What follows belongs to an exercise in optimizing a design on an open flow for small area; a production flow would make more cautious choices.
The RTL was checked by simulation tests, not by an equivalence proof against the original design.

[design/flow/config.mk]
export PLATFORM = sky130hd
export DESIGN_NAME = back_sub_top
export DESIGN_NICKNAME = back_sub_top
export VERILOG_FILES = /design/flow/design.v
export SDC_FILE = /design/flow/constraint.sdc
export NUM_CORES = 4
export LEC_CHECK = 0
export CAP_MARGIN = 20
export CORE_MARGIN = 2
export CORE_UTILIZATION = 40
export SLEW_MARGIN = 20
[design/flow/constraint.sdc]
create_clock -name core_clock -period 12.0 [get_ports {clk}]
set_input_delay 2.4000 -clock core_clock [delete_from_list [all_inputs] [get_ports {clk}]]
set_output_delay 2.4000 -clock core_clock [all_outputs]
set_load 0.01 [all_outputs]
[design/flow/design.v]
`timescale 1ns/1ps
`default_nettype none
module recip_divider (
    input  wire        clk,
    input  wire        load,
    input  wire        done,
    input  wire [19:0] d_in,
    output wire [19:0] rec_word,    
    output wire        rec_neg      
);
    logic [19:0] rem, q;
    logic [20:0] negm;              
    logic        sign_cur, sat_cur, sign_done, sat_done;
    logic [19:0] r;
    logic [19:0] qq;
    wire sign_in = d_in[19];
    wire sat_in  = sign_in ? (&d_in[19:11])
                           : ((d_in[19:11] == 9'd0) || (d_in == 20'd2048));
    always_comb begin
        r  = rem;
        qq = q;
        for (int i = 0; i < 5; i++) begin
            logic [20:0] diff;
            diff = {1'b0, r} + negm;
            qq   = {qq[18:0], ~diff[20]};
            r    = (diff[20] ? r : diff[19:0]) << 1;
        end
    end
    always_ff @(posedge clk) begin
        q <= qq;
        if (load) begin
            rem      <= 20'd2048;
            negm     <= sign_in ? {1'b1, d_in} : -{1'b0, d_in};
            sign_cur <= sign_in;
            sat_cur  <= sat_in;
        end else begin
            rem <= r;
        end
        if (done) begin
            sign_done <= sign_cur;
            sat_done  <= sat_cur;
        end
    end
    assign rec_word = sat_done ? (sign_done ? 20'h80000 : 20'h7FFFF) : q;
    assign rec_neg  = ~sat_done & sign_done;
endmodule
`default_nettype wire
`timescale 1ns/1ps
`timescale 1ns/1ps
`default_nettype none
module bs_mul (
    input  wire [19:0] a,
    input  wire [19:0] b,
    input  wire        bneg,
    output wire [19:0] y
);
    localparam logic [34:0] C = 35'(40'h0 - 40'h5555500000);
    wire [20:0] bx = {b, 1'b0};
    logic [34:0] sum;
    logic [34:0] negs;
    logic [34:0] rows [10];
    always_comb begin
        negs = '0;
        for (int i = 0; i < 10; i++) begin
            logic [2:0]  d;
            logic [20:0] m, w;
            logic        one, two, neg;
            d   = bx[2*i +: 3];
            one = d[0] ^ d[1];
            two = (d == 3'b011) || (d == 3'b100);
            neg = (d[2] & ~(d[1] & d[0])) ^ bneg;
            m   = ({21{one}} & {a[19], a}) | ({21{two}} & {a, 1'b0});
            w   = m ^ {21{neg}};
            rows[i] = 35'({~w[20], w[19:0]}) << (2*i);
            negs[2*i] = neg;
        end
        sum = rows[0] + rows[1] + rows[2] + rows[3] + rows[4] + rows[5] + rows[6]
            + rows[7] + rows[8] + rows[9] + negs + C;
    end
    assign y = sum[34:15];
endmodule
`default_nettype wire
`timescale 1ns/1ps
`default_nettype none
module back_sub_top #(
    parameter int IWL = 5,
    parameter int FWL = 15
) (
    input  wire                       clk,
    input  wire                       rst_n,
    input  wire                       in_valid,
    input  wire signed [IWL+FWL-1:0]  row1_data,
    input  wire signed [IWL+FWL-1:0]  row2_data,
    input  wire signed [IWL+FWL-1:0]  row3_data,
    input  wire signed [IWL+FWL-1:0]  row4_data,
    output logic                      out_valid,
    output logic signed [IWL+FWL-1:0] x1,
    output logic signed [IWL+FWL-1:0] x2,
    output logic signed [IWL+FWL-1:0] x3,
    output logic signed [IWL+FWL-1:0] x4
);
    localparam int WL = IWL + FWL;
    logic [20:1] vq;
    wire  [20:0] v = {vq, in_valid};
    always_ff @(posedge clk or negedge rst_n) begin
        if (!rst_n) vq <= '0;
        else        vq <= v[19:0];
    end
    assign out_valid = vq[20];
    wire [WL-1:0] xw, yw;
    wire          xn, yn;
    logic [WL-1:0] r11;
    recip_divider u_divx (
        .clk(clk), .load(v[2] | v[6]), .done(v[6] | v[10]),
        .d_in(v[2] ? row2_data : row4_data), .rec_word(xw), .rec_neg(xn));
    recip_divider u_divy (
        .clk(clk), .load(v[4] | v[8]), .done(v[8] | v[12]),
        .d_in(v[4] ? row3_data : r11), .rec_word(yw), .rec_neg(yn));
    logic [WL-1:0] r12, r13, r14, r23, z1, r24, z2, r34q, z3q, z4q;
    logic [WL-1:0] s22, s, r12b, r13b, r23b, x4q, dq, t1q, x3q, x2q, x1q;
    logic          s22n, sn;
    logic [WL-1:0] ma, mb, pa, na, nb, pb;
    logic          mbn, nbn;
    always_comb begin
        ma = dq; mb = s; mbn = sn;
        if (v[11]) begin ma = z4q;  mb = xw;  mbn = xn;   end
        if (v[12]) begin ma = r34q; mb = x4q; mbn = 1'b0; end
        if (v[13]) begin ma = dq;   mb = s;   mbn = sn;   end
        if (v[14]) begin ma = r23b; mb = x3q; mbn = 1'b0; end
        if (v[15]) begin ma = dq;   mb = s22; mbn = s22n; end
        if (v[16]) begin ma = r12b; mb = x2q; mbn = 1'b0; end
        if (v[17]) begin ma = dq;   mb = s;   mbn = sn;   end
        na = r13b; nb = x3q;
        if (v[12]) begin na = z4q;  nb = x4q; end
        if (v[13]) begin na = r34q; nb = x4q; end
        nbn = 1'b0;
    end
    bs_mul u_mula (.a(ma), .b(mb), .bneg(mbn), .y(pa));
    bs_mul u_mulb (.a(na), .b(nb), .bneg(nbn), .y(pb));
    wire [WL-1:0] da = (v[16] ? t1q : z3q) - pa;
    wire [WL-1:0] db = (v[12] ? z1 : (v[13] ? z2 : t1q)) - pb;
    always_ff @(posedge clk) begin
        if (v[0])  r11 <= row1_data;
        if (v[1])  r12 <= row1_data;
        if (v[2])  r13 <= row1_data;
        if (v[3])  begin r14 <= row1_data; r23 <= row2_data; end
        if (v[4])  begin z1 <= row1_data; r24 <= row2_data; end
        if (v[5])  z2 <= row2_data;
        if (v[5])  r34q <= row3_data;
        else if (v[12]) r34q <= r24;           
        if (v[6])  z3q <= row3_data;
        else if (v[13]) z3q <= db;             
        if (v[7])  z4q <= row4_data;
        else if (v[11]) z4q <= r14;            
        if (v[7])  begin s22 <= xw; s22n <= xn; end
        if (v[9] | v[13]) begin s <= yw; sn <= yn; end
        if (v[9])  r12b <= r12;
        if (v[10]) r13b <= r13;
        if (v[11]) r23b <= r23;
        if (v[11]) x4q <= pa;
        if (v[12] | v[14] | v[16]) dq <= da;
        if (v[12] | v[14]) t1q <= db;
        else if (v[16]) t1q <= x4q;            
        if (v[13]) x3q <= pa;
        if (v[15]) x2q <= pa;
        if (v[17]) x1q <= pa;
    end
    assign x1 = x1q;
    assign x2 = x2q;
    assign x3 = x3q;
    assign x4 = t1q;
endmodule
`default_nettype wire
[design/flow/run.sh]
#!/bin/bash
# synth_recipe.tcl (not shown) runs the flow's synth.tcl, then flattens the netlist and writes it again
# the make line also repeats each setting of config.mk as NAME=value (left out here)
make -C /OpenROAD-flow-scripts/flow DESIGN_CONFIG=/design/flow/config.mk WORK_HOME=/design/flow/orfs CLKGATE_MAP_FILE= SYNTH_SCRIPT=/design/flow/synth_recipe.tcl finish
==> impl_metrics.py <==
metrics = {
    "drt": {
        "firstDrtPassIters": 6,
        "routedWlPerCell_um": 24.9,
        "wirelength_mm": 197,
        "first_iter_violations": 4602,
        "routed-via-count": 45781,
        "ant_nets": 0,
        "drc": 0,
        "vias_per_cell": 5.78,
    },
    "hold_path": {
        "worstHoldPathType": "reg2reg",
    },
    "logic_synthesis": {
        "ys_ff_latch": 590,
        "synth_area_per_cell_um2": 10.0,
        "yosysUniqueCellTypes": 96,
        "netlist_instances": 5427,
        "synth_common_cells": "edfxtp_1, ha_1, inv_1, xnor2_1, a22oi_1",
        "synth_area_leaders": "edfxtp_1, fa_1, ha_1",
        "post-synth-top-area-cell": "edfxtp_1",
        "synthArstFlopShare_pct": 3.39,
        "synth_edf_count": 492,
        "ys_warn_count": 4,
        "synth.net_count": 6260,
        "synth_top_area_share_pct": 27.2,
        "ys.flop_type": "edfxtp_1",
        "yosysSeqAreaShare_pct": 31.0,
        "synth.most_common_cell": "edfxtp_1",
        "mappedNetlistArea_um2": 54300,
    },
    "grt": {
        "grt_pass1_wl_mm": 290,
        "grt_max_degree": 79,
        "grt_pass1_vias": 44641,
        "antenna_found_initial": 20,
        "grt_util_all_layers_pct": 28.0,
        "grt.overflow.total": 0,
    },
    "setup_path": {
        "crit_path_max_fanout": 6,
        "cp_top_family": "compound AO/OA/AOI/OAI gates",
        "cp.required_ps": 12520,
        "crit_type": "reg2reg",
        "crit_arrival_ps": 12980,
        "cpMaxStageDelayCell": "a2111o_1",
        "cp_slowest_stage_delay_ps": 470,
        "end_kind": "flip-flop",
        "cp_common_cell": "a21oi_2",
        "worst-path-buf-inv": 5,
        "start_kind": "flip-flop",
    },
    "clock_tree": {
        "tritoncts": "built",
        "ctsHoldBuffers": 0,
        "root_buffer": "clkbuf_16",
        "htreeDepth": 3,
        "clk_path_buf_depth": 3,
        "clk_pin_slew_ps": 60,
        "clock_sinks": 590,
        "cts_buffers": 66,
        "clock_latency_ps": 660,
    },
    "sta": {
        "drv_slew": 0,
        "worst_pin_slew_ps": 1220,
        "rsz0062_at_grt": "yes",
        "finalCriticalPeriod_ps": 12460,
        "relSlewSlack_pct": 18.2,
        "finalHoldViolCount": 0,
        "clock_skew_ps": 48.5,
        "fin_crit_sh_pct": 104,
        "setup_viol": 20,
        "setup_slack_ps": -455,
        "fmax_ghz": 0.0803,
    },
    "floorplanning": {
        "io_pins": 164,
        "design.die.area_um2": 139000,
        "core_area_um2": 135000,
        "fp.dieH_um": 372,
        "die_w_um": 372,
        "rows": 135,
        "initial_core_util_pct": 40.2,
    },
    "place": {
        "dpl_cell_area_um2": 62100,
        "portBuffers": 163,
        "routabilityCongestion": 0.965,
        "hpwl_mm": 151,
    },
    "layout": {
        "area_growth_pct": 22.3,
        "layout.nets": 6911,
        "drive_above_1_share_pct": 20.8,
        "largestRegisters": "u_divx.negm: 21 flops, u_divy.negm: 21 flops",
        "fin_area_um2": 66400,
    },
    "status": {
        "failed_checks": "setup timing",
        "outcome": "failed layout checks",
    },
    "job": {
        "max_cap_violations": 0,
    },
}
## stage by stage
step | hold slack (ps) | instances | worst slack, ps | TNS, ps | util [%]
2_1_floorplan | 331 | 5427 | -157 | -777 | -
4_1_cts | 349 | 7874 | -76.0 | -475 | 48.2
5_1_grt | 349 | 7921 | -1040 | -23060 | 49.1
3_3_place_gp | 333 | 7695 | -583 | -11530 | 46.0
6_report | 348 | 7924 | -455 | -6960 | 49.1
3_5_place_dp | 335 | 7695 | -841 | -21670 | 46.0
## path summary, 6_finish.rpt
kind | startpoint | end | slack (ps) | cells past startpoint
min in group asynchronous | rst_n | vq[7] | 2210 | 2
worst min register to register | vq[18] | vq[19] | 350 | 0
worst min-delay path | vq[18] | vq[19] | 350 | 0
worst max-delay path | u_divy.negm[2] | u_divy.rem[4] | -460 | 57
max in group asynchronous | rst_n | vq[13] | 9330 | 2
worst max register to register | u_divy.negm[2] | u_divy.rem[4] | -460 | 57
## logic make-up (layout without fill, tap and decap cells)
| group | Yosys count | after routing | synth area share, % |
|---|---|---|---|
| AOI/OAI and AO/OA | 1423 | 1423 | 17.4 |
| other | 0 | 12 | 0 |
| buffers and inverters | 732 | 1436 | 5.16 |
| adders and majority gates | 750 | 750 | 21.4 |
| xor gates and xnor gates | 681 | 681 | 11.1 |
| DFF | 590 | 590 | 31.0 |
| muxes | 285 | 285 | 5.61 |
| and+or+nand+nor | 966 | 966 | 8.39 |
## layout by cell type (no fill, tap or decap), types with 28 or more instances in the layout
cell type        instances
a21o_1                  76
a21oi_1                277
a21oi_2                 31
a22oi_1                356
and3_1                  28
buf_4                  695
buf_6                   31
clkbuf_16               68
clkdlybuf4s50_1        163
dfxtp_1                 78
edfxtp_1               492
fa_1                   297
ha_1                   429
inv_1                  405
mux2_2                 144
mux2i_1                119
nand2_1                258
nand2b_1                35
nand3_1                 32
nor2_1                 287
nor2b_1                 74
nor3_1                  70
o21a_1                  71
o21ai_0                231
o21ai_1                 29
o21ai_2                 28
o21bai_1                28
o22ai_1                 36
xnor2_1                368
xor2_1                 296
## metal layers
layer | GRT usage [%] | vias to the layer above | routed length, um | share of wire (%)
met1 | 37.8 | 22618 | 81700 | 41
met4 | 10.7 | 4 | 8420 | 4.3
met2 | 44.6 | 2058 | 90100 | 46
met5 | 0 | - | 23 | 0.012
met3 | 5.23 | 382 | 17100 | 8.7
li1 | - | 20719 | - | -
## area by class of cell
type / instances / area (um2)
multi-input combinational: 4105 / 36100
clock buffer: 84 / 1790
timing repair buffer: 894 / 7290
clock inverter: 37 / 437
antenna: 12 / 30.0
sequential: 590 / 16900
fill: 12487 / 68700
tap: 1781 / 2230
inverter: 421 / 1610
## timing repair
| action | CTS | global route |
|---|---|---|
| setup endpoints to repair | 40 | 43 |
| buffers inserted | 58 | 45 |
| gates resized for setup | 85 | 181 |
| pin swaps | 60 | 124 |

what the ideal ports hide:
How much do the figures lean on ideal ports? The routed layout below was timed once more, with nothing changed but the port constraints.
Step 1 assumes that a clkbuf_16 drives the clock port and a buf_2 every other input.
Step 2 moves the port delays by t, midway between the first and last clock arrival at a register: inputs arrive t later, outputs are due t later. That takes back most of the time a late clock gives input paths.
a / b / c = ideal / step 1 / step 2; a / b = the first two.
t (ns): 0.718
slack for setup (ns): -0.455 / -0.455 / -0.455
hold WS [ns]: 0.348 / 0.348 / 0.348
worst setup path at the end: register to register
The setup slack of this run moves by 0.000 ns with the drivers and by 0.000 ns with both steps.
